This is an optimization exercise on Yosys and OpenROAD, whose aim is a short achievable clock period and few clock cycles per item, not a production implementation.
Only simulation tests tie the RTL to the original design; equivalence was not proved.
No activity file was given, so power comes from the tool's default toggle rates.

### design.v
`default_nettype none
package core_pkg;
    localparam int DATA_W     = 32;
    localparam int REG_ADDR_W = 5;
    localparam int NUM_REGS   = 32;
    typedef logic [DATA_W-1:0]     data_t;
    typedef logic [REG_ADDR_W-1:0] reg_addr_t;
    typedef logic [31:0]           inst_word_t;
    typedef logic [4:0]            alu_op_t;
    localparam alu_op_t ALU_ADD  = 5'h00;
    localparam alu_op_t ALU_SUB  = 5'h01;
    localparam alu_op_t ALU_SLT  = 5'h02;
    localparam alu_op_t ALU_SLTU = 5'h03;
    localparam alu_op_t ALU_AND  = 5'h04;
    localparam alu_op_t ALU_OR   = 5'h05;
    localparam alu_op_t ALU_NOR  = 5'h06;
    localparam alu_op_t ALU_XOR  = 5'h07;
    localparam alu_op_t ALU_SLL  = 5'h08;
    localparam alu_op_t ALU_SRL  = 5'h09;
    localparam alu_op_t ALU_SRA  = 5'h0a;
    localparam alu_op_t ALU_LUI  = 5'h0b;
    localparam logic [16:0] OPC17_ADD  = 17'h00020;
    localparam logic [16:0] OPC17_SUB  = 17'h00022;
    localparam logic [16:0] OPC17_SLT  = 17'h00024;
    localparam logic [16:0] OPC17_SLTU = 17'h00025;
    localparam logic [16:0] OPC17_NOR  = 17'h00028;
    localparam logic [16:0] OPC17_AND  = 17'h00029;
    localparam logic [16:0] OPC17_OR   = 17'h0002a;
    localparam logic [16:0] OPC17_XOR  = 17'h0002b;
    localparam logic [16:0] OPC17_SLL  = 17'h0002e;
    localparam logic [16:0] OPC17_SRL  = 17'h0002f;
    localparam logic [16:0] OPC17_SRA  = 17'h00030;
    localparam logic [16:0] OPC17_SLLI = 17'h00081;
    localparam logic [16:0] OPC17_SRLI = 17'h00089;
    localparam logic [16:0] OPC17_SRAI = 17'h00091;
    localparam logic [9:0] OPC10_SLTI  = 10'h008;
    localparam logic [9:0] OPC10_SLTUI = 10'h009;
    localparam logic [9:0] OPC10_ADDI  = 10'h00a;
    localparam logic [9:0] OPC10_ANDI  = 10'h00d;
    localparam logic [9:0] OPC10_ORI   = 10'h00e;
    localparam logic [9:0] OPC10_XORI  = 10'h00f;
    localparam logic [6:0] OPC7_LU12I = 7'h0a;
endpackage
`default_nettype wire
`timescale 1ns/100ps
`default_nettype none
module reg_file (
    input  logic                clk,
    input  logic [31:1]         i_rsel0,
    input  logic                i_kill0,
    input  logic                i_bsel0,
    input  logic [31:1]         i_rsel1,
    input  logic                i_kill1,
    input  logic                i_bsel1,
    input  core_pkg::data_t     i_bdata,
    input  core_pkg::data_t     i_or1,
    output core_pkg::data_t     o_rdata0,
    output core_pkg::data_t     o_rdata1,
    input  logic                i_we,
    input  core_pkg::reg_addr_t i_waddr,
    input  core_pkg::data_t     i_wdata
);
    logic [31:1][31:0] regs;
    always_ff @(posedge clk) begin
        for (int k = 1; k < 32; k++) begin
            if (i_we && i_waddr == core_pkg::reg_addr_t'(k)) begin
                regs[k] <= i_wdata;
            end
        end
    end
    logic [31:0] sel0, sel1;
    logic [31:0][31:0] ent;
    assign sel0 = {i_rsel0, 1'b0};
    assign sel1 = {i_rsel1, 1'b0};
    assign ent  = {regs, 32'd0};
    for (genvar i = 0; i < 32; i++) begin : g_bit
        logic [31:1] col;
        for (genvar k = 1; k < 32; k++) begin : g_col
            assign col[k] = ent[k][i];
        end
        rf_read_bit u_r0 (.i_sel(i_rsel0), .i_d(col), .i_kill(i_kill0), .i_bsel(i_bsel0),
                          .i_bd(i_bdata[i]), .i_or(1'b0), .o_y(o_rdata0[i]));
        rf_read_bit u_r1 (.i_sel(i_rsel1), .i_d(col), .i_kill(i_kill1), .i_bsel(i_bsel1),
                          .i_bd(i_bdata[i]), .i_or(i_or1[i]), .o_y(o_rdata1[i]));
    end
endmodule
module rf_read_bit (
    input  logic [31:1] i_sel,
    input  logic [31:1] i_d,
    input  logic        i_kill,
    input  logic        i_bsel,
    input  logic        i_bd,
    input  logic        i_or,
    output logic        o_y
);
    logic [15:0] l1;
    logic [3:0]  l2;
    logic [1:0]  l3;
    logic        l4;
    cg_nand2 u_l1_0 (.a(i_sel[1]), .b(i_d[1]), .y(l1[0]));
    for (genvar k = 1; k < 16; k++) begin : g_l1
        cg_a22oi u (.a1(i_sel[2*k]), .a2(i_d[2*k]), .b1(i_sel[2*k+1]), .b2(i_d[2*k+1]), .y(l1[k]));
    end
    for (genvar k = 0; k < 4; k++) begin : g_l2
        cg_nand4 u (.a(l1[4*k]), .b(l1[4*k+1]), .c(l1[4*k+2]), .d(l1[4*k+3]), .y(l2[k]));
    end
    for (genvar k = 0; k < 2; k++) begin : g_l3
        cg_nor2 u (.a(l2[2*k]), .b(l2[2*k+1]), .y(l3[k]));
    end
    cg_a21oi u_l4 (.a1(l3[0]), .a2(l3[1]), .b1(i_kill), .y(l4));
    cg_a211o u_l5 (.a1(i_bsel), .a2(i_bd), .b1(l4), .c1(i_or), .y(o_y));
endmodule
`default_nettype wire
`timescale 1ns/100ps
`default_nettype none
module inst_decode (
    input  core_pkg::inst_word_t i_inst,
    output logic                 o_matched,
    output core_pkg::reg_addr_t  o_rd,
    output logic                 o_wr,         
    output logic                 o_use_rj,     
    output logic                 o_use_rk,     
    output core_pkg::data_t      o_imm,        
    output logic                 o_add,        
    output logic                 o_sub,        
    output logic                 o_lt,         
    output logic                 o_signed,     
    output logic [3:0]           o_lut,        
    output logic                 o_sll,
    output logic                 o_sr,
    output logic                 o_arith
);
    logic [16:0] op17;
    logic [9:0]  op10;
    logic [6:0]  op7;
    logic        add, sub, slt, sltu, sll, sr, arith, use_rj, use_rk;
    logic [3:0]  lut;
    core_pkg::data_t imm;
    assign op17 = i_inst[31:15];
    assign op10 = i_inst[31:22];
    assign op7  = i_inst[31:25];
    always_comb begin
        o_matched = 1'b1;
        add    = 1'b0;
        sub    = 1'b0;
        slt    = 1'b0;
        sltu   = 1'b0;
        sll    = 1'b0;
        sr     = 1'b0;
        arith  = 1'b0;
        lut    = 4'b0000;
        use_rj = 1'b1;
        use_rk = 1'b0;
        imm    = '0;
        case (op17)
            core_pkg::OPC17_ADD:  begin add  = 1'b1; use_rk = 1'b1; end
            core_pkg::OPC17_SUB:  begin add  = 1'b1; sub = 1'b1; use_rk = 1'b1; end
            core_pkg::OPC17_SLT:  begin slt  = 1'b1; sub = 1'b1; use_rk = 1'b1; end
            core_pkg::OPC17_SLTU: begin sltu = 1'b1; sub = 1'b1; use_rk = 1'b1; end
            core_pkg::OPC17_NOR:  begin lut  = 4'b0001; use_rk = 1'b1; end
            core_pkg::OPC17_AND:  begin lut  = 4'b1000; use_rk = 1'b1; end
            core_pkg::OPC17_OR:   begin lut  = 4'b1110; use_rk = 1'b1; end
            core_pkg::OPC17_XOR:  begin lut  = 4'b0110; use_rk = 1'b1; end
            core_pkg::OPC17_SLL:  begin sll  = 1'b1; use_rk = 1'b1; end
            core_pkg::OPC17_SRL:  begin sr   = 1'b1; use_rk = 1'b1; end
            core_pkg::OPC17_SRA:  begin sr   = 1'b1; arith = 1'b1; use_rk = 1'b1; end
            core_pkg::OPC17_SLLI: begin sll  = 1'b1; imm = {27'd0, i_inst[14:10]}; end
            core_pkg::OPC17_SRLI: begin sr   = 1'b1; imm = {27'd0, i_inst[14:10]}; end
            core_pkg::OPC17_SRAI: begin sr   = 1'b1; arith = 1'b1; imm = {27'd0, i_inst[14:10]}; end
            default: begin
                case (op10)
                    core_pkg::OPC10_ADDI:  begin add  = 1'b1; imm = {{20{i_inst[21]}}, i_inst[21:10]}; end
                    core_pkg::OPC10_SLTI:  begin slt  = 1'b1; sub = 1'b1; imm = {{20{i_inst[21]}}, i_inst[21:10]}; end
                    core_pkg::OPC10_SLTUI: begin sltu = 1'b1; sub = 1'b1; imm = {{20{i_inst[21]}}, i_inst[21:10]}; end
                    core_pkg::OPC10_ANDI:  begin lut  = 4'b1000; imm = {20'd0, i_inst[21:10]}; end
                    core_pkg::OPC10_ORI:   begin lut  = 4'b1110; imm = {20'd0, i_inst[21:10]}; end
                    core_pkg::OPC10_XORI:  begin lut  = 4'b0110; imm = {20'd0, i_inst[21:10]}; end
                    default: begin
                        add       = 1'b1;
                        use_rj    = 1'b0;
                        imm       = {i_inst[24:5], 12'd0};
                        o_matched = (op7 == core_pkg::OPC7_LU12I);
                    end
                endcase
            end
        endcase
    end
    assign o_rd     = i_inst[4:0];
    assign o_wr     = |i_inst[4:0];
    assign o_use_rj = use_rj;
    assign o_use_rk = use_rk;
    assign o_imm    = imm;
    assign o_add    = add   & o_wr;
    assign o_sub    = sub;
    assign o_lt     = (slt | sltu) & o_wr;
    assign o_signed = slt;
    assign o_lut    = lut   & {4{o_wr}};
    assign o_sll    = sll   & o_wr;
    assign o_sr     = sr    & o_wr;
    assign o_arith  = arith;
endmodule
`default_nettype wire
`timescale 1ns/100ps
`default_nettype none
module alu_execute (
    input  core_pkg::data_t i_a,
    input  core_pkg::data_t i_bx,       
    input  logic [9:0]      i_dl,       
    input  logic [9:0]      i_dr,       
    input  logic            i_sub,      
    input  logic            i_kadd,     
    input  logic            i_klt,      
    input  logic            i_signed,   
    input  logic [3:0]      i_lut,      
    input  logic            i_ksll,
    input  logic            i_ksr,
    input  logic            i_arith,
    input  logic            i_ea,
    input  logic            i_xa,       
    input  core_pkg::data_t i_pa,       
    input  logic            i_eb,
    input  logic            i_invb,     
    input  logic            i_xb,
    input  core_pkg::data_t i_pb,       
    input  core_pkg::data_t i_xd,       
    output core_pkg::data_t o_result,
    output core_pkg::data_t o_a_next,
    output core_pkg::data_t o_b_next,
    output core_pkg::data_t o_bx_next,
    output logic            o_b0_lon,   
    output logic            o_b0_hin,   
    output logic            o_c31
);
    logic [31:0]     p;         
    logic [31:0]     pn;
    logic [31:0]     c;         
    core_pkg::data_t bitwise;
    core_pkg::data_t sll2;      
    core_pkg::data_t sr2;       
    logic            fill;
    alu_carry u_carry (
        .i_a   (i_a),
        .i_bx  (i_bx),
        .i_sub (i_sub),
        .o_p   (p),
        .o_pn  (pn),
        .o_gn  (gn),
        .o_tn  (tn),
        .o_c   (c)
    );
    logic [31:0] gn, tn;
    for (genvar i = 0; i < 32; i++) begin : g_bw
        logic t1, t2;
        cg_a22oi  u_t1 (.a1(i_lut[1]), .a2(p[i]), .b1(i_lut[0]), .b2(tn[i]), .y(t1));
        cg_nand2b u_t2 (.a_n(gn[i]), .b(i_lut[3]), .y(t2));
        cg_nand2  u_bw (.a(t1), .b(t2), .y(bitwise[i]));
    end
    assign fill = i_arith & i_a[31];
    logic [9:0] d_shl, d_shr;
    assign d_shl = i_dl;
    assign d_shr = i_dr;
    alu_sll u_sll (.i_a(i_a), .i_d1(d_shl[3:0]), .i_d2(d_shl[7:4]), .o_y(sll2));
    alu_srx u_sr  (.i_a(i_a), .i_d1(d_shr[3:0]), .i_d2(d_shr[7:4]), .i_fill(fill), .o_y(sr2));
    logic bx31, gsel, lt_hi, lt_lo, s0;
    assign bx31  = i_bx[31];
    assign gsel  = i_signed ? (~i_a[31] & ~bx31) : (i_a[31] & bx31);
    assign lt_hi = i_klt & ~gsel & ~p[31];
    assign lt_lo = i_klt & ~gsel;
    assign s0    = p[0] ^ i_sub;
    logic ad_x, ad_a, ad_b;
    logic [1:0] fl_x, fl_a, fl_b, fr_x, fr_a, fr_b;
    assign ad_x = i_kadd;
    assign ad_a = i_ea & i_kadd;
    assign ad_b = i_eb & i_kadd;
    assign fl_x = d_shl[9:8];
    assign fl_a = d_shl[9:8] & {2{i_ea}};
    assign fl_b = d_shl[9:8] & {2{i_eb}};
    assign fr_x = d_shr[9:8];
    assign fr_a = d_shr[9:8] & {2{i_ea}};
    assign fr_b = d_shr[9:8] & {2{i_eb}};
    logic [31:0] tlo_x, thi_x, tlo_a, thi_a, tlo_b, thi_b;
    logic [31:0] csel;
    assign tlo_x[0] = ~((ad_x & s0) | lt_lo);
    assign thi_x[0] = ~((ad_x & s0) | lt_hi);
    assign tlo_a[0] = ~((ad_a & s0) | (i_ea & lt_lo));
    assign thi_a[0] = ~((ad_a & s0) | (i_ea & lt_hi));
    assign tlo_b[0] = ~((ad_b & s0) | (i_eb & lt_lo));
    assign thi_b[0] = ~((ad_b & s0) | (i_eb & lt_hi));
    assign csel[0]  = c[31];
    assign o_c31    = c[31];
    for (genvar i = 1; i < 32; i++) begin : g_t
        cg_nand2 u_tlo_x (.a(ad_x), .b(p[i]),  .y(tlo_x[i]));
        cg_nand2 u_thi_x (.a(ad_x), .b(pn[i]), .y(thi_x[i]));
        cg_nand2 u_tlo_a (.a(ad_a), .b(p[i]),  .y(tlo_a[i]));
        cg_nand2 u_thi_a (.a(ad_a), .b(pn[i]), .y(thi_a[i]));
        cg_nand2 u_tlo_b (.a(ad_b), .b(p[i]),  .y(tlo_b[i]));
        cg_nand2 u_thi_b (.a(ad_b), .b(pn[i]), .y(thi_b[i]));
        assign csel[i] = c[i];
    end
    logic [31:0] b_lon, b_hin;
    assign o_b0_lon = b_lon[0];
    assign o_b0_hin = b_hin[0];
    for (genvar i = 0; i < 32; i++) begin : g_m
        logic sr_hi;
        if (i < 16) begin : g_lo
            assign sr_hi = sr2[i+16];
            alu_merge_xn u_x (
                .i_c(csel[i]), .i_tlo(tlo_x[i]), .i_thi(thi_x[i]),
                .i_fl0(fl_x[0]), .i_sl0(sll2[i]),
                .i_fr0(fr_x[0]), .i_sr0(sr2[i]), .i_fr1(fr_x[1]), .i_sr1(sr_hi),
                .i_bw(bitwise[i]), .o_y(o_result[i]));
            alu_merge_n u_a (
                .i_c(csel[i]), .i_tlo(tlo_a[i]), .i_thi(thi_a[i]),
                .i_fl0(fl_a[0]), .i_sl0(sll2[i]),
                .i_fr0(fr_a[0]), .i_sr0(sr2[i]), .i_fr1(fr_a[1]), .i_sr1(sr_hi),
                .i_bwe(i_ea), .i_bw(bitwise[i]), .i_xe(i_xa), .i_xd(i_xd[i]), .i_pre(i_pa[i]), .o_y(o_a_next[i]));
            alu_merge_bn u_b (
                .i_c(csel[i]), .i_tlo(tlo_b[i]), .i_thi(thi_b[i]),
                .i_fl0(fl_b[0]), .i_sl0(sll2[i]),
                .i_fr0(fr_b[0]), .i_sr0(sr2[i]), .i_fr1(fr_b[1]), .i_sr1(sr_hi),
                .i_bwe(i_eb), .i_bw(bitwise[i]), .i_xe(i_xb), .i_xd(i_xd[i]), .i_pre(i_pb[i]), .i_inv(i_invb),
                .o_y(o_b_next[i]), .o_yx(o_bx_next[i]), .o_lon(b_lon[i]), .o_hin(b_hin[i]));
        end else begin : g_hi
            assign sr_hi = fill;
            alu_merge_x u_x (
                .i_c(csel[i]), .i_tlo(tlo_x[i]), .i_thi(thi_x[i]),
                .i_fl0(fl_x[0]), .i_sl0(sll2[i]), .i_fl1(fl_x[1]), .i_sl1(sll2[i-16]),
                .i_fr0(fr_x[0]), .i_sr0(sr2[i]), .i_fr1(fr_x[1]), .i_sr1(sr_hi),
                .i_bw(bitwise[i]), .o_y(o_result[i]));
            alu_merge u_a (
                .i_c(csel[i]), .i_tlo(tlo_a[i]), .i_thi(thi_a[i]),
                .i_fl0(fl_a[0]), .i_sl0(sll2[i]), .i_fl1(fl_a[1]), .i_sl1(sll2[i-16]),
                .i_fr0(fr_a[0]), .i_sr0(sr2[i]), .i_fr1(fr_a[1]), .i_sr1(sr_hi),
                .i_bwe(i_ea), .i_bw(bitwise[i]), .i_xe(i_xa), .i_xd(i_xd[i]), .i_pre(i_pa[i]), .o_y(o_a_next[i]));
            alu_merge_b u_b (
                .i_c(csel[i]), .i_tlo(tlo_b[i]), .i_thi(thi_b[i]),
                .i_fl0(fl_b[0]), .i_sl0(sll2[i]), .i_fl1(fl_b[1]), .i_sl1(sll2[i-16]),
                .i_fr0(fr_b[0]), .i_sr0(sr2[i]), .i_fr1(fr_b[1]), .i_sr1(sr_hi),
                .i_bwe(i_eb), .i_bw(bitwise[i]), .i_xe(i_xb), .i_xd(i_xd[i]), .i_pre(i_pb[i]), .i_inv(i_invb),
                .o_y(o_b_next[i]), .o_yx(o_bx_next[i]), .o_lon(b_lon[i]), .o_hin(b_hin[i]));
        end
    end
endmodule
module alu_merge (
    input  logic i_c,
    input  logic i_tlo,
    input  logic i_thi,
    input  logic i_fl0,
    input  logic i_sl0,
    input  logic i_fl1,
    input  logic i_sl1,
    input  logic i_fr0,
    input  logic i_sr0,
    input  logic i_fr1,
    input  logic i_sr1,
    input  logic i_bwe,
    input  logic i_bw,
    input  logic i_xe,
    input  logic i_xd,
    input  logic i_pre,
    output logic o_y
);
    logic n1, n2, n3, lo_n, hi_n;
    cg_a22oi u_n1 (.a1(i_fl0), .a2(i_sl0), .b1(i_fl1), .b2(i_sl1), .y(n1));
    cg_a22oi u_n2 (.a1(i_fr0), .a2(i_sr0), .b1(i_fr1), .b2(i_sr1), .y(n2));
    cg_a221oi u_n3 (.a1(i_bwe), .a2(i_bw), .b1(i_xe), .b2(i_xd), .c1(i_pre), .y(n3));
    cg_and4  u_lo (.a(n1), .b(n2), .c(n3), .d(i_tlo), .y(lo_n));
    cg_and4  u_hi (.a(n1), .b(n2), .c(n3), .d(i_thi), .y(hi_n));
    cg_mux2i u_y  (.s(i_c), .d0(lo_n), .d1(hi_n), .y(o_y));
endmodule
module alu_merge_n (
    input  logic i_c,
    input  logic i_tlo,
    input  logic i_thi,
    input  logic i_fl0,
    input  logic i_sl0,
    input  logic i_fr0,
    input  logic i_sr0,
    input  logic i_fr1,
    input  logic i_sr1,
    input  logic i_bwe,
    input  logic i_bw,
    input  logic i_xe,
    input  logic i_xd,
    input  logic i_pre,
    output logic o_y
);
    logic n1, n2, n3, lo_n, hi_n;
    cg_nand2 u_n1 (.a(i_fl0), .b(i_sl0), .y(n1));
    cg_a22oi u_n2 (.a1(i_fr0), .a2(i_sr0), .b1(i_fr1), .b2(i_sr1), .y(n2));
    cg_a221oi u_n3 (.a1(i_bwe), .a2(i_bw), .b1(i_xe), .b2(i_xd), .c1(i_pre), .y(n3));
    cg_and4  u_lo (.a(n1), .b(n2), .c(n3), .d(i_tlo), .y(lo_n));
    cg_and4  u_hi (.a(n1), .b(n2), .c(n3), .d(i_thi), .y(hi_n));
    cg_mux2i u_y  (.s(i_c), .d0(lo_n), .d1(hi_n), .y(o_y));
endmodule
module alu_merge_b (
    input  logic i_c,
    input  logic i_tlo,
    input  logic i_thi,
    input  logic i_fl0,
    input  logic i_sl0,
    input  logic i_fl1,
    input  logic i_sl1,
    input  logic i_fr0,
    input  logic i_sr0,
    input  logic i_fr1,
    input  logic i_sr1,
    input  logic i_bwe,
    input  logic i_bw,
    input  logic i_xe,
    input  logic i_xd,
    input  logic i_pre,
    input  logic i_inv,
    output logic o_y,
    output logic o_yx,
    output logic o_lon,
    output logic o_hin
);
    logic n1, n2, n3, lo_n, hi_n, lox_n, hix_n;
    cg_a22oi u_n1 (.a1(i_fl0), .a2(i_sl0), .b1(i_fl1), .b2(i_sl1), .y(n1));
    cg_a22oi u_n2 (.a1(i_fr0), .a2(i_sr0), .b1(i_fr1), .b2(i_sr1), .y(n2));
    cg_a221oi u_n3 (.a1(i_bwe), .a2(i_bw), .b1(i_xe), .b2(i_xd), .c1(i_pre), .y(n3));
    cg_and4  u_lo (.a(n1), .b(n2), .c(n3), .d(i_tlo), .y(lo_n));
    cg_and4  u_hi (.a(n1), .b(n2), .c(n3), .d(i_thi), .y(hi_n));
    cg_xor2  u_lox (.a(lo_n), .b(i_inv), .y(lox_n));
    cg_xor2  u_hix (.a(hi_n), .b(i_inv), .y(hix_n));
    cg_mux2i u_y  (.s(i_c), .d0(lo_n), .d1(hi_n), .y(o_y));
    cg_mux2i u_yx (.s(i_c), .d0(lox_n), .d1(hix_n), .y(o_yx));
    assign o_lon = lo_n;
    assign o_hin = hi_n;
endmodule
module alu_merge_bn (
    input  logic i_c,
    input  logic i_tlo,
    input  logic i_thi,
    input  logic i_fl0,
    input  logic i_sl0,
    input  logic i_fr0,
    input  logic i_sr0,
    input  logic i_fr1,
    input  logic i_sr1,
    input  logic i_bwe,
    input  logic i_bw,
    input  logic i_xe,
    input  logic i_xd,
    input  logic i_pre,
    input  logic i_inv,
    output logic o_y,
    output logic o_yx,
    output logic o_lon,
    output logic o_hin
);
    logic n1, n2, n3, lo_n, hi_n, lox_n, hix_n;
    cg_nand2 u_n1 (.a(i_fl0), .b(i_sl0), .y(n1));
    cg_a22oi u_n2 (.a1(i_fr0), .a2(i_sr0), .b1(i_fr1), .b2(i_sr1), .y(n2));
    cg_a221oi u_n3 (.a1(i_bwe), .a2(i_bw), .b1(i_xe), .b2(i_xd), .c1(i_pre), .y(n3));
    cg_and4  u_lo (.a(n1), .b(n2), .c(n3), .d(i_tlo), .y(lo_n));
    cg_and4  u_hi (.a(n1), .b(n2), .c(n3), .d(i_thi), .y(hi_n));
    cg_xor2  u_lox (.a(lo_n), .b(i_inv), .y(lox_n));
    cg_xor2  u_hix (.a(hi_n), .b(i_inv), .y(hix_n));
    cg_mux2i u_y  (.s(i_c), .d0(lo_n), .d1(hi_n), .y(o_y));
    cg_mux2i u_yx (.s(i_c), .d0(lox_n), .d1(hix_n), .y(o_yx));
    assign o_lon = lo_n;
    assign o_hin = hi_n;
endmodule
module alu_merge_x (
    input  logic i_c,
    input  logic i_tlo,
    input  logic i_thi,
    input  logic i_fl0,
    input  logic i_sl0,
    input  logic i_fl1,
    input  logic i_sl1,
    input  logic i_fr0,
    input  logic i_sr0,
    input  logic i_fr1,
    input  logic i_sr1,
    input  logic i_bw,
    output logic o_y
);
    logic n1, n2, n3, lo_n, hi_n;
    cg_a22oi u_n1 (.a1(i_fl0), .a2(i_sl0), .b1(i_fl1), .b2(i_sl1), .y(n1));
    cg_a22oi u_n2 (.a1(i_fr0), .a2(i_sr0), .b1(i_fr1), .b2(i_sr1), .y(n2));
    cg_inv   u_n3 (.a(i_bw), .y(n3));
    cg_and4  u_lo (.a(n1), .b(n2), .c(n3), .d(i_tlo), .y(lo_n));
    cg_and4  u_hi (.a(n1), .b(n2), .c(n3), .d(i_thi), .y(hi_n));
    cg_mux2i u_y  (.s(i_c), .d0(lo_n), .d1(hi_n), .y(o_y));
endmodule
module alu_merge_xn (
    input  logic i_c,
    input  logic i_tlo,
    input  logic i_thi,
    input  logic i_fl0,
    input  logic i_sl0,
    input  logic i_fr0,
    input  logic i_sr0,
    input  logic i_fr1,
    input  logic i_sr1,
    input  logic i_bw,
    output logic o_y
);
    logic n1, n2, n3, lo_n, hi_n;
    cg_nand2 u_n1 (.a(i_fl0), .b(i_sl0), .y(n1));
    cg_a22oi u_n2 (.a1(i_fr0), .a2(i_sr0), .b1(i_fr1), .b2(i_sr1), .y(n2));
    cg_inv   u_n3 (.a(i_bw), .y(n3));
    cg_and4  u_lo (.a(n1), .b(n2), .c(n3), .d(i_tlo), .y(lo_n));
    cg_and4  u_hi (.a(n1), .b(n2), .c(n3), .d(i_thi), .y(hi_n));
    cg_mux2i u_y  (.s(i_c), .d0(lo_n), .d1(hi_n), .y(o_y));
endmodule
module alu_sh4 (
    input  logic [3:0] i_d,
    input  logic       i_x0,
    input  logic       i_x1,
    input  logic       i_x2,
    input  logic       i_x3,
    output logic       o_y
);
    logic n0, n1;
    cg_a22oi u_n0 (.a1(i_d[0]), .a2(i_x0), .b1(i_d[1]), .b2(i_x1), .y(n0));
    cg_a22oi u_n1 (.a1(i_d[2]), .a2(i_x2), .b1(i_d[3]), .b2(i_x3), .y(n1));
    cg_nand2 u_y  (.a(n0), .b(n1), .y(o_y));
endmodule
module alu_sll (
    input  core_pkg::data_t i_a,
    input  logic [3:0]      i_d1,
    input  logic [3:0]      i_d2,
    output core_pkg::data_t o_y
);
    logic [31:0] l1;
    for (genvar i = 0; i < 32; i++) begin : g_i
        if (i >= 3) begin : g_a4
            alu_sh4 u1 (.i_d(i_d1), .i_x0(i_a[i]), .i_x1(i_a[i-1]), .i_x2(i_a[i-2]), .i_x3(i_a[i-3]), .o_y(l1[i]));
        end else if (i == 2) begin : g_a3
            alu_sh3 u1 (.i_d(i_d1[2:0]), .i_x0(i_a[2]), .i_x1(i_a[1]), .i_x2(i_a[0]), .o_y(l1[i]));
        end else if (i == 1) begin : g_a2
            alu_sh2 u1 (.i_d(i_d1[1:0]), .i_x0(i_a[1]), .i_x1(i_a[0]), .o_y(l1[i]));
        end else begin : g_a1
            cg_and2 u1 (.a(i_d1[0]), .b(i_a[0]), .y(l1[i]));
        end
        if (i >= 12) begin : g_b4
            alu_sh4 u2 (.i_d(i_d2), .i_x0(l1[i]), .i_x1(l1[i-4]), .i_x2(l1[i-8]), .i_x3(l1[i-12]), .o_y(o_y[i]));
        end else if (i >= 8) begin : g_b3
            alu_sh3 u2 (.i_d(i_d2[2:0]), .i_x0(l1[i]), .i_x1(l1[i-4]), .i_x2(l1[i-8]), .o_y(o_y[i]));
        end else if (i >= 4) begin : g_b2
            alu_sh2 u2 (.i_d(i_d2[1:0]), .i_x0(l1[i]), .i_x1(l1[i-4]), .o_y(o_y[i]));
        end else begin : g_b1
            cg_and2 u2 (.a(i_d2[0]), .b(l1[i]), .y(o_y[i]));
        end
    end
endmodule
module alu_sh3 (
    input  logic [2:0] i_d,
    input  logic       i_x0,
    input  logic       i_x1,
    input  logic       i_x2,
    output logic       o_y
);
    logic n0, n1;
    cg_a22oi u_n0 (.a1(i_d[0]), .a2(i_x0), .b1(i_d[1]), .b2(i_x1), .y(n0));
    cg_nand2 u_n1 (.a(i_d[2]), .b(i_x2), .y(n1));
    cg_nand2 u_y  (.a(n0), .b(n1), .y(o_y));
endmodule
module alu_sh2 (
    input  logic [1:0] i_d,
    input  logic       i_x0,
    input  logic       i_x1,
    output logic       o_y
);
    logic n0;
    cg_a22oi u_n0 (.a1(i_d[0]), .a2(i_x0), .b1(i_d[1]), .b2(i_x1), .y(n0));
    cg_inv   u_y  (.a(n0), .y(o_y));
endmodule
module alu_srx (
    input  core_pkg::data_t i_a,
    input  logic [3:0]      i_d1,
    input  logic [3:0]      i_d2,
    input  logic            i_fill,
    output core_pkg::data_t o_y
);
    logic [34:0] a;      
    logic [43:0] l1;     
    assign a = {{3{i_fill}}, i_a};
    assign l1[43:32] = {12{i_fill}};
    for (genvar i = 0; i < 32; i++) begin : g_i
        alu_sh4 u1 (.i_d(i_d1), .i_x0(a[i]), .i_x1(a[i+1]), .i_x2(a[i+2]), .i_x3(a[i+3]), .o_y(l1[i]));
        alu_sh4 u2 (.i_d(i_d2), .i_x0(l1[i]), .i_x1(l1[i+4]), .i_x2(l1[i+8]), .i_x3(l1[i+12]), .o_y(o_y[i]));
    end
endmodule
module alu_carry (
    input  core_pkg::data_t i_a,
    input  core_pkg::data_t i_bx,
    input  logic            i_sub,
    output logic [31:0]     o_p,
    output logic [31:0]     o_pn,
    output logic [31:0]     o_gn,       
    output logic [31:0]     o_tn,       
    output logic [31:0]     o_c
);
    logic [31:0] bx;
    assign bx = i_bx;
    logic [31:0] g [0:5];
    logic [31:0] t [0:5];
    for (genvar k = 0; k < 32; k++) begin : g_pg
        cg_xor2  u_p  (.a(i_a[k]), .b(bx[k]), .y(o_p[k]));
        cg_xnor2 u_pn (.a(i_a[k]), .b(bx[k]), .y(o_pn[k]));
    end
    cg_inv u_cin (.a(i_sub), .y(g[0][0]));
    assign t[0][0] = 1'b1;
    for (genvar j = 1; j < 32; j++) begin : g_l0
        cg_nand2 u_g (.a(i_a[j-1]), .b(bx[j-1]), .y(g[0][j]));
        cg_nor2  u_t (.a(i_a[j-1]), .b(bx[j-1]), .y(t[0][j]));
        assign o_gn[j-1] = g[0][j];
        assign o_tn[j-1] = t[0][j];
    end
    cg_nand2 u_g31 (.a(i_a[31]), .b(bx[31]), .y(o_gn[31]));
    cg_nor2  u_t31 (.a(i_a[31]), .b(bx[31]), .y(o_tn[31]));
    for (genvar l = 1; l <= 5; l++) begin : g_lv
        localparam int D = 1 << (l - 1);
        for (genvar j = 0; j < 32; j++) begin : g_n
            if (j < D) begin : g_pass
                cg_inv u_g (.a(g[l-1][j]), .y(g[l][j]));
                assign t[l][j] = 1'b0;
            end else if (l % 2 == 1) begin : g_odd
                cg_o21ai u_g (.a1(t[l-1][j]), .a2(g[l-1][j-D]), .b1(g[l-1][j]), .y(g[l][j]));
                if (j >= 2 * D) begin : g_t
                    cg_nor2 u_t (.a(t[l-1][j]), .b(t[l-1][j-D]), .y(t[l][j]));
                end else begin : g_not
                    assign t[l][j] = 1'b0;
                end
            end else begin : g_even
                cg_a21oi u_g (.a1(t[l-1][j]), .a2(g[l-1][j-D]), .b1(g[l-1][j]), .y(g[l][j]));
                if (j >= 2 * D) begin : g_t
                    cg_nand2 u_t (.a(t[l-1][j]), .b(t[l-1][j-D]), .y(t[l][j]));
                end else begin : g_not
                    assign t[l][j] = 1'b0;
                end
            end
        end
    end
    assign o_c = g[5];
endmodule
module cg_inv (input logic a, output logic y);
    assign y = ~a;
endmodule
module cg_and2 (input logic a, input logic b, output logic y);
    assign y = a & b;
endmodule
module cg_nand2b (input logic a_n, input logic b, output logic y);
    assign y = ~(~a_n & b);
endmodule
module cg_nand2 (input logic a, input logic b, output logic y);
    assign y = ~(a & b);
endmodule
module cg_nor2 (input logic a, input logic b, output logic y);
    assign y = ~(a | b);
endmodule
module cg_andn (input logic a, input logic b, output logic y);
    assign y = a & ~b;
endmodule
module cg_xor2 (input logic a, input logic b, output logic y);
    assign y = a ^ b;
endmodule
module cg_xnor2 (input logic a, input logic b, output logic y);
    assign y = ~(a ^ b);
endmodule
module cg_nand3 (input logic a, input logic b, input logic c, output logic y);
    assign y = ~(a & b & c);
endmodule
module cg_nand4 (input logic a, input logic b, input logic c, input logic d, output logic y);
    assign y = ~(a & b & c & d);
endmodule
module cg_a21oi (input logic a1, input logic a2, input logic b1, output logic y);
    assign y = ~((a1 & a2) | b1);
endmodule
module cg_o21ai (input logic a1, input logic a2, input logic b1, output logic y);
    assign y = ~((a1 | a2) & b1);
endmodule
module cg_a211o (input logic a1, input logic a2, input logic b1, input logic c1, output logic y);
    assign y = (a1 & a2) | b1 | c1;
endmodule
module cg_a221oi (input logic a1, input logic a2, input logic b1, input logic b2, input logic c1, output logic y);
    assign y = ~((a1 & a2) | (b1 & b2) | c1);
endmodule
module cg_a22oi (input logic a1, input logic a2, input logic b1, input logic b2, output logic y);
    assign y = ~((a1 & a2) | (b1 & b2));
endmodule
module cg_mux2 (input logic s, input logic d0, input logic d1, output logic y);
    assign y = s ? d1 : d0;
endmodule
module cg_mux2i (input logic s, input logic d0, input logic d1, output logic y);
    assign y = ~(s ? d1 : d0);
endmodule
module cg_and4 (input logic a, input logic b, input logic c, input logic d, output logic y);
    assign y = a & b & c & d;
endmodule
`default_nettype wire
`timescale 1ns/100ps
`default_nettype none
module writeback_stage #(
    parameter int DEPTH = 8,
    parameter int PW    = 3
) (
    input  logic                clk,
    input  logic                rstn,
    input  logic                i_valid,
    input  core_pkg::reg_addr_t i_rd,
    input  core_pkg::data_t     i_data,
    input  logic                i_ready_out,
    output logic                o_valid,
    output core_pkg::reg_addr_t o_rd,
    output core_pkg::data_t     o_data,
    output logic [PW:0]         o_count
);
    core_pkg::reg_addr_t q_rd   [DEPTH];
    core_pkg::data_t     q_data [DEPTH];
    logic [PW-1:0]       wr_ptr;
    logic [PW-1:0]       rd_ptr;
    logic [PW-1:0]       rd_ptr1;
    logic [PW:0]         count;
    logic                take;
    logic                c_ge1, c_ge2, c_is0, c_is1;
    core_pkg::reg_addr_t stay_rd, next_rd;
    core_pkg::data_t     stay_data, next_data;
    assign take    = o_valid & i_ready_out;
    assign rd_ptr1 = rd_ptr + 1'b1;
    assign c_is0   = (count == '0);
    assign c_is1   = (count == (PW+1)'(1));
    assign c_ge1   = ~c_is0;
    assign c_ge2   = ~c_is0 & ~c_is1;
    assign stay_rd   = c_is0 ? i_rd   : q_rd[rd_ptr];
    assign stay_data = c_is0 ? i_data : q_data[rd_ptr];
    assign next_rd   = c_is1 ? i_rd   : q_rd[rd_ptr1];
    assign next_data = c_is1 ? i_data : q_data[rd_ptr1];
    always_ff @(posedge clk) begin
        if (!rstn) begin
            wr_ptr  <= '0;
            rd_ptr  <= '0;
            count   <= '0;
            o_valid <= 1'b0;
        end else begin
            if (i_valid) wr_ptr <= wr_ptr + 1'b1;
            rd_ptr  <= take ? rd_ptr1 : rd_ptr;
            count   <= take ? (count + (PW+1)'(i_valid) - 1'b1) : (count + (PW+1)'(i_valid));
            o_valid <= take ? (c_ge2 | i_valid) : (c_ge1 | i_valid);
        end
    end
    always_ff @(posedge clk) begin
        if (i_valid) begin
            q_rd[wr_ptr]   <= i_rd;
            q_data[wr_ptr] <= i_data;
        end
        o_rd   <= take ? next_rd   : stay_rd;
        o_data <= take ? next_data : stay_data;
    end
    assign o_count = count;
endmodule
`default_nettype wire
`timescale 1ns/100ps
`default_nettype none
module int_core_top (
    input  logic                 clk,
    input  logic                 rstn,
    input  logic                 i_inst_valid,
    input  core_pkg::inst_word_t i_inst,
    output logic                 o_inst_ready,
    output logic                 o_wb_valid,
    output core_pkg::reg_addr_t  o_wb_rd,
    output core_pkg::data_t      o_wb_data,
    input  logic                 i_wb_ready
);
    localparam int QDEPTH = 8;
    localparam int QPW    = 3;
    localparam int CAP    = QDEPTH;
    logic                 ir_v;
    logic                 ready_q;
    logic                matched;
    core_pkg::reg_addr_t dec_rd;
    logic                dec_wr, dec_use_rj, dec_use_rk;
    core_pkg::data_t     dec_imm;
    logic                dec_add, dec_sub, dec_lt, dec_signed, dec_sll, dec_sr, dec_arith;
    logic [3:0]          dec_lut;
    inst_decode u_decode (
        .i_inst    (i_inst),
        .o_matched (matched),
        .o_rd      (dec_rd),
        .o_wr      (dec_wr),
        .o_use_rj  (dec_use_rj),
        .o_use_rk  (dec_use_rk),
        .o_imm     (dec_imm),
        .o_add     (dec_add),
        .o_sub     (dec_sub),
        .o_lt      (dec_lt),
        .o_signed  (dec_signed),
        .o_lut     (dec_lut),
        .o_sll     (dec_sll),
        .o_sr      (dec_sr),
        .o_arith   (dec_arith)
    );
    core_pkg::reg_addr_t  ir_rd;
    logic                 ir_wr;
    core_pkg::data_t      ir_imm;
    logic                 ir_add, ir_sub, ir_lt, ir_signed, ir_sll, ir_sr, ir_arith;
    logic [3:0]           ir_lut;
    logic [31:1]          ir_ohA, ir_ohB;
    logic                 ir_anz, ir_bnz;
    logic                 ir_mA1, ir_mA2, ir_mA3, ir_mB1, ir_mB2, ir_mB3;
    core_pkg::reg_addr_t  rr_rd;
    core_pkg::reg_addr_t  ex_rd;
    always_ff @(posedge clk) begin
        ir_v   <= rstn & i_inst_valid & ready_q & matched;
    end
    always_ff @(posedge clk) begin
        ir_rd     <= dec_rd;
        ir_wr     <= dec_wr;
        ir_imm    <= dec_imm;
        ir_add    <= dec_add;
        ir_sub    <= dec_sub;
        ir_lt     <= dec_lt;
        ir_signed <= dec_signed;
        ir_lut    <= dec_lut;
        ir_sll    <= dec_sll;
        ir_sr     <= dec_sr;
        ir_arith  <= dec_arith;
        for (int k = 1; k < 32; k++) begin
            ir_ohA[k] <= (i_inst[9:5]   == core_pkg::reg_addr_t'(k));
            ir_ohB[k] <= (i_inst[14:10] == core_pkg::reg_addr_t'(k));
        end
        ir_anz <= dec_use_rj & (i_inst[9:5] != '0);
        ir_bnz <= dec_use_rk & (i_inst[14:10] != '0);
        ir_mA1 <= (i_inst[9:5]   == ir_rd);
        ir_mA2 <= (i_inst[9:5]   == rr_rd);
        ir_mB1 <= (i_inst[14:10] == ir_rd);
        ir_mB2 <= (i_inst[14:10] == rr_rd);
        ir_mA3 <= (i_inst[9:5]   == ex_rd);
        ir_mB3 <= (i_inst[14:10] == ex_rd);
    end
    logic                rr_v;
    logic                rr_wr;
    core_pkg::data_t     rr_preA, rr_preB;    
    logic                rr_eA, rr_eB;        
    logic                rr_xA, rr_xB;        
    logic                rr_add, rr_sub, rr_lt, rr_signed, rr_sll, rr_sr, rr_arith;
    logic [3:0]          rr_lut;
    logic                ex_v;
    logic                ex_wr;
    core_pkg::data_t     ex_a;
    core_pkg::data_t     ex_bx;               
    logic [9:0]          ex_dl, ex_dr;        
    logic                ex_add, ex_sub, ex_lt, ex_signed, ex_sll, ex_sr, ex_arith;
    logic [3:0]          ex_lut;
    logic                xr_v;
    core_pkg::reg_addr_t xr_rd;
    logic                xr_wr;
    core_pkg::data_t     xr_data;
    logic fwdA_e, fwdA_x, fwdA_w, fwdB_e, fwdB_x, fwdB_w;
    assign fwdA_e = ir_anz & ir_mA1 & rr_v & rr_wr;
    assign fwdA_x = ir_anz & ir_mA2 & ex_v & ex_wr & ~fwdA_e;
    assign fwdA_w = ir_anz & ir_mA3 & xr_v & xr_wr & ~fwdA_e & ~fwdA_x;
    assign fwdB_e = ir_bnz & ir_mB1 & rr_v & rr_wr;
    assign fwdB_x = ir_bnz & ir_mB2 & ex_v & ex_wr & ~fwdB_e;
    assign fwdB_w = ir_bnz & ir_mB3 & xr_v & xr_wr & ~fwdB_e & ~fwdB_x;
    core_pkg::data_t pre_a, pre_b;
    reg_file u_regs (
        .clk      (clk),
        .i_rsel0  (ir_ohA),
        .i_kill0  (~ir_anz | fwdA_e | fwdA_x | fwdA_w),
        .i_bsel0  (fwdA_w),
        .i_rsel1  (ir_ohB),
        .i_kill1  (~ir_bnz | fwdB_e | fwdB_x | fwdB_w),
        .i_bsel1  (fwdB_w),
        .i_bdata  (xr_data),
        .i_or1    (ir_imm),
        .o_rdata0 (pre_a),
        .o_rdata1 (pre_b),
        .i_we     (xr_v & xr_wr),
        .i_waddr  (xr_rd),
        .i_wdata  (xr_data)
    );
    always_ff @(posedge clk) begin
        if (!rstn) begin
            rr_v <= 1'b0;
        end else begin
            rr_v <= ir_v;
        end
    end
    always_ff @(posedge clk) begin
        rr_rd     <= ir_rd;
        rr_wr     <= ir_wr;
        rr_preA   <= pre_a;
        rr_preB   <= pre_b;
        rr_eA     <= fwdA_e;
        rr_eB     <= fwdB_e;
        rr_xA     <= fwdA_x;
        rr_xB     <= fwdB_x;
        rr_add    <= ir_add;
        rr_sub    <= ir_sub;
        rr_lt     <= ir_lt;
        rr_signed <= ir_signed;
        rr_lut    <= ir_lut;
        rr_sll    <= ir_sll;
        rr_sr     <= ir_sr;
        rr_arith  <= ir_arith;
    end
    always_ff @(posedge clk) begin
        if (!rstn) begin
            ex_v <= 1'b0;
        end else begin
            ex_v <= rr_v;
        end
    end
    core_pkg::data_t result, a_next, b_next, bx_next;
    logic [9:0]      dl_next, dr_next;
    logic            b0_lon, b0_hin, c31;
    always_ff @(posedge clk) begin
        ex_rd     <= rr_rd;
        ex_wr     <= rr_wr;
        ex_a      <= a_next;
        ex_bx     <= bx_next;
        ex_dl     <= dl_next;
        ex_dr     <= dr_next;
        ex_add    <= rr_add;
        ex_sub    <= rr_sub;
        ex_lt     <= rr_lt;
        ex_signed <= rr_signed;
        ex_lut    <= rr_lut;
        ex_sll    <= rr_sll;
        ex_sr     <= rr_sr;
        ex_arith  <= rr_arith;
    end
    alu_execute u_execute (
        .i_a        (ex_a),
        .i_bx       (ex_bx),
        .i_dl       (ex_dl),
        .i_dr       (ex_dr),
        .i_sub      (ex_sub),
        .i_kadd     (ex_add),
        .i_klt      (ex_lt),
        .i_signed   (ex_signed),
        .i_lut      (ex_lut),
        .i_ksll     (ex_sll),
        .i_ksr      (ex_sr),
        .i_arith    (ex_arith),
        .i_ea       (rr_eA),
        .i_xa       (rr_xA),
        .i_pa       (rr_preA),
        .i_eb       (rr_eB),
        .i_invb     (rr_sub),
        .i_xb       (rr_xB),
        .i_pb       (rr_preB),
        .i_xd       (xr_data),
        .o_result   (result),
        .o_a_next   (a_next),
        .o_b_next   (b_next),
        .o_bx_next  (bx_next),
        .o_b0_lon   (b0_lon),
        .o_b0_hin   (b0_hin),
        .o_c31      (c31)
    );
    function automatic logic [9:0] onehot_amount(input logic [4:0] sh, input logic en);
        logic [9:0] d;
        for (int j = 0; j < 4; j++) begin
            d[j]   = en & (sh[1:0] == 2'(j));
            d[4+j] = en & (sh[3:2] == 2'(j));
        end
        d[8] = en & ~sh[4];
        d[9] = en & sh[4];
        onehot_amount = d;
    endfunction
    logic [9:0] dl_lo, dl_hi, dr_lo, dr_hi;
    assign dl_lo = onehot_amount({b_next[4:1], ~b0_lon}, rr_sll);
    assign dl_hi = onehot_amount({b_next[4:1], ~b0_hin}, rr_sll);
    assign dr_lo = onehot_amount({b_next[4:1], ~b0_lon}, rr_sr);
    assign dr_hi = onehot_amount({b_next[4:1], ~b0_hin}, rr_sr);
    for (genvar j = 0; j < 4; j++) begin : g_d0
        cg_mux2 u_l (.s(c31), .d0(dl_lo[j]), .d1(dl_hi[j]), .y(dl_next[j]));
        cg_mux2 u_r (.s(c31), .d0(dr_lo[j]), .d1(dr_hi[j]), .y(dr_next[j]));
    end
    assign dl_next[9:4] = dl_lo[9:4];
    assign dr_next[9:4] = dr_lo[9:4];
    always_ff @(posedge clk) begin
        if (!rstn) begin
            xr_v <= 1'b0;
        end else begin
            xr_v <= ex_v;
        end
    end
    always_ff @(posedge clk) begin
        xr_rd   <= ex_rd;
        xr_wr   <= ex_wr;
        xr_data <= result;
    end
    logic [QPW:0] q_count;
    writeback_stage #(.DEPTH(QDEPTH), .PW(QPW)) u_writeback (
        .clk         (clk),
        .rstn        (rstn),
        .i_valid     (xr_v),
        .i_rd        (xr_rd),
        .i_data      (xr_data),
        .i_ready_out (i_wb_ready),
        .o_valid     (o_wb_valid),
        .o_rd        (o_wb_rd),
        .o_data      (o_wb_data),
        .o_count     (q_count)
    );
    logic [5:0] held;
    assign held = 6'(ir_v) + 6'(rr_v) + 6'(ex_v) + 6'(xr_v) + 6'(q_count)
                + 6'(ready_q);
    always_ff @(posedge clk) begin
        if (!rstn) begin
            ready_q <= 1'b1;
        end else begin
            ready_q <= (held < 6'(CAP));
        end
    end
    assign o_inst_ready = ready_q;
endmodule
`default_nettype wire
### run.sh
#!/bin/bash
# synth_recipe.tcl (not shown) runs the flow's synth.tcl, then flattens the netlist and writes it again
# the make line also repeats each setting of config.mk as NAME=value (left out here)
make -C /OpenROAD-flow-scripts/flow DESIGN_CONFIG=/design/flow/config.mk WORK_HOME=/design/flow/orfs CLKGATE_MAP_FILE= SYNTH_SCRIPT=/design/flow/synth_recipe.tcl finish
### config.mk
export PLATFORM = sky130hd
export DESIGN_NAME = int_core_top
export DESIGN_NICKNAME = int_core_top
export VERILOG_FILES = /design/flow/design.v
export SDC_FILE = /design/flow/constraint.sdc
export NUM_CORES = 4
export LEC_CHECK = 0
export CAP_MARGIN = 20
export CORE_MARGIN = 2
export CORE_UTILIZATION = 40
export CTS_CLUSTER_DIAMETER = 120
export CTS_CLUSTER_SIZE = 25
export SETUP_SLACK_MARGIN = 3.0
export SLEW_MARGIN = 20
export SYNTH_HIERARCHICAL = 1
export SYNTH_MINIMUM_KEEP_SIZE = 0
### constraint.sdc
create_clock -name core_clock -period 5.2 [get_ports {clk}]
set_input_delay 1.0400 -clock core_clock [delete_from_list [all_inputs] [get_ports {clk}]]
set_output_delay 1.0400 -clock core_clock [all_outputs]
set_load 0.01 [all_outputs]
==> run notes <==
-- repair_timing --
item,4_1_cts,5_1_grt
pin swaps,113,121
setup endpoints to repair,1425,352
buffers inserted,182,74
gates cloned,20,5
hold endpoints to repair,0,0
resized for setup,619,185
-- path summary, 6_finish.rpt --
kind,from,endpoint,slack [ns],cells after the start
max reg2reg,ex_dr[0]$_DFF_P_,ex_bx[3]$_DFF_P_,2.81,12
min reg2reg,rr_add$_DFF_P_,ex_add$_DFF_P_,0.33,0
max,ex_dr[0]$_DFF_P_,ex_bx[3]$_DFF_P_,2.81,12
min,rr_add$_DFF_P_,ex_add$_DFF_P_,0.33,0
-- power by group through the flow --
stage	clock network (W)	registers, W	logic, W
finish	0.00748	0.0167	0.00655
floorplan	0	0.0172	0.00282
detailed placement	0	0.0170	0.00601
global placement	0	0.0170	0.00586
global route	0.00802	0.0168	0.00679
CTS	0.00759	0.0167	0.00626
-- cell type report --
| type | count | area [um^2] | share of cell area [%] |
|---|---|---|---|
| flip-flops and latches | 1682 | 47000 | 48.6 |
| diodes | 19 | 47.5 | 0.0493 |
| clock buffers | 130 | 2210 | 2.29 |
| clock inverters | 10 | 158 | 0.163 |
| multi-input cells | 3987 | 38000 | 39.3 |
| repair buffers | 512 | 5390 | 5.58 |
| inverters | 81 | 304 | 0.315 |
| well taps | 2788 | 3490 | 3.61 |
-- layout by cell type, fill, tap and decap left out, types with 117 or more instances in the layout --
| cell type | instances |
|---|---|
| buf_4 | 279 |
| dfxtp_2 | 125 |
| nor2_1 | 217 |
| a21oi_2 | 117 |
| a22oi_2 | 1372 |
| nand4_1 | 261 |
| nand2_1 | 476 |
| buf_6 | 121 |
| and4_1 | 183 |
| mux4_2 | 148 |
| dfxtp_1 | 204 |
| mux2i_1 | 134 |
| edfxtp_1 | 1288 |
-- sequential cells by signal, indices dropped and copies added (netlist names), 31 cells and up, named ones only --
signal,cells
ex_bx,32
rr_preA,32
ir_ohA,31
u_writeback.q_data,256
xr_data,32
u_writeback.q_rd,40
u_writeback.o_data,32
rr_preB,32
ir_ohB,31
ex_a,32
ir_imm,32
u_regs.regs,992
-- metal layers --
layer | GRT usage [%] | vias up
met2 | 45.7 | 3317
met4 | 17.5 | 0
met3 | 4.92 | 616
met1 | 38.6 | 31200
li1 | - | 25000
met5 | 0 | -
-- per-stage QoR --
step,power (W),std cells,cell area (um^2),setup WS [ns]
2_1_floorplan,0.0200,5857,84200,2.40
3_3_place_gp,0.0229,8767,89300,1.55
3_5_place_dp,0.0230,8769,89400,1.52
4_1_cts,0.0305,9111,95100,2.74
5_1_grt,0.0316,9203,96500,2.75
6_report,0.0308,9209,96500,2.81
==> flow_summary.toml <==
[sta]
drv_slew = 0
rsz0062_at_grt = "true"
finClkSkew_ns = 0.0553
final.min_clock_period_ns = 2.39
fin_crit_sh_pct = 45.9
max_slew_margin_pct = 25.5
whs_ns = 0.330
max_freq_mhz = 419
hold_violations = 0
tightest_slew_ns = 1.12
finalSetupViolations = 0
tns_ns = 0

[clocking]
cts_buffer_depth = 3
clk_pin_slew_ns = 0.11
clk_latency_ns = 0.80
root_buffer = "clkbuf_16"
cts_buffers = 79
htreeDepth = 3
cts_num_sinks = 1682
ctsHoldBuffers = 0
tritoncts = "built"

[synth]
syn_area_um2 = 83800
avgSynthCellArea_um2 = 14.4
synthCells = 5826
ys_warn_count = 15

[die]
initial_core_util_pct = 40.3
die-area_um2 = 213000
rows = 167
core-area_um2 = 208000
io_pins = 75
die_y_um = 462
die_w_um = 462

[outcome]
outcome = "finished clean"

[drt]
vias = 60200
top_layer_used = "met4"
drt_wl_total_um = 323000
viasPerCell = 6.53
drtIter0Drc = 7513
dr.pass1.iters = 6
drtAntennaViolNets = 0
route.met3.wl_um = 27700
wl_per_cell_um = 35.1
wl_met2_um = 147000
drc = 0
wl_met1_um = 127000

[placement]
place_congestion = 1.02
port_buffers = 74
hpwlAfterDp_um = 196000

[power_and_ir_drop]
clkPwrFrac_pct = 24.3
p_int_w = 0.0209
sw_frac_of_total_pct = 32.0
vdd_ir_drop_max_mv = 0.391
seqPwrFrac_pct = 54.4
p_per_area_nw_per_um2 = 319
pwr-share-comb_pct = 21.3
p_leak_nw = 29.0
p_sw_w = 0.00985

[worst_setup_path]
critPathLaunchType = "flop"
cp_data_required_time_ns = 5.86
path_buf_inv = 4
critPathMaxFanout = 4
critPathSlowestCell = "dfxtp_4"
critPathTopFamily = "compound AO/OA/AOI/OAI gates"
slowest_delay_ns = 0.38
path_class = "reg2reg"
cp_cell_sequence = "buf_6, buf_6, buf_4, a22oi_2, nand2_2, a22oi_2, nand2_4, a22oi_2, and4_4, buf_6, xor2_1, mux2i_1"
end_kind = "flop"
worstPathArrival_ns = 3.05

[global_route]
grt_use_total_pct = 29.4
overflow = 0
antenna_found_initial = 13
grt_pass1_vias = 57400
grt_first_pass_wirelength_um = 445000
grt_max_degree = 75

[cells_and_area]
syn_to_final_growth_pct = 15.3
final_nets = 6389
n_fill_cell = 18200
utilization_pct = 46.5
layout-drive-gt1-share_pct = 44.4

[run]
maxCapViolCount = 0

[min_path]
hold_path_class = "reg2reg"
Testbench counts, summed over its fixed seeds: cycles 17,480, items 16,000.

## afterwards: timing with drivers on the ports
The results above use ideal ports. As a check the final layout listed here was re-extracted and re-timed, cells and wires unchanged.
Step 1, drivers: a clkbuf_16 drives clk and a buf_2 each remaining input, both assumed.
Step 2 moves the port delays by t, midway between the first and last clock arrival at a register: inputs arrive t later, outputs are due t later. That takes back most of the time a late clock gives input paths.
Slacks: no drivers / after step 1 / after step 2; pairs: no drivers / after step 1.
t (ns): 0.859
setup WS [ns]: 2.811 / 2.794 / 2.183
clock arrival spread, ns: 0.058 / 0.057
slew at the worst register clock pin (ns): 0.12 / 0.12
worst slew at a driven data input, ns: 0.11
After both steps this run still meets setup and hold. For this run, drivers alone change the setup slack by -0.017 ns; drivers and shift together by -0.628 ns.
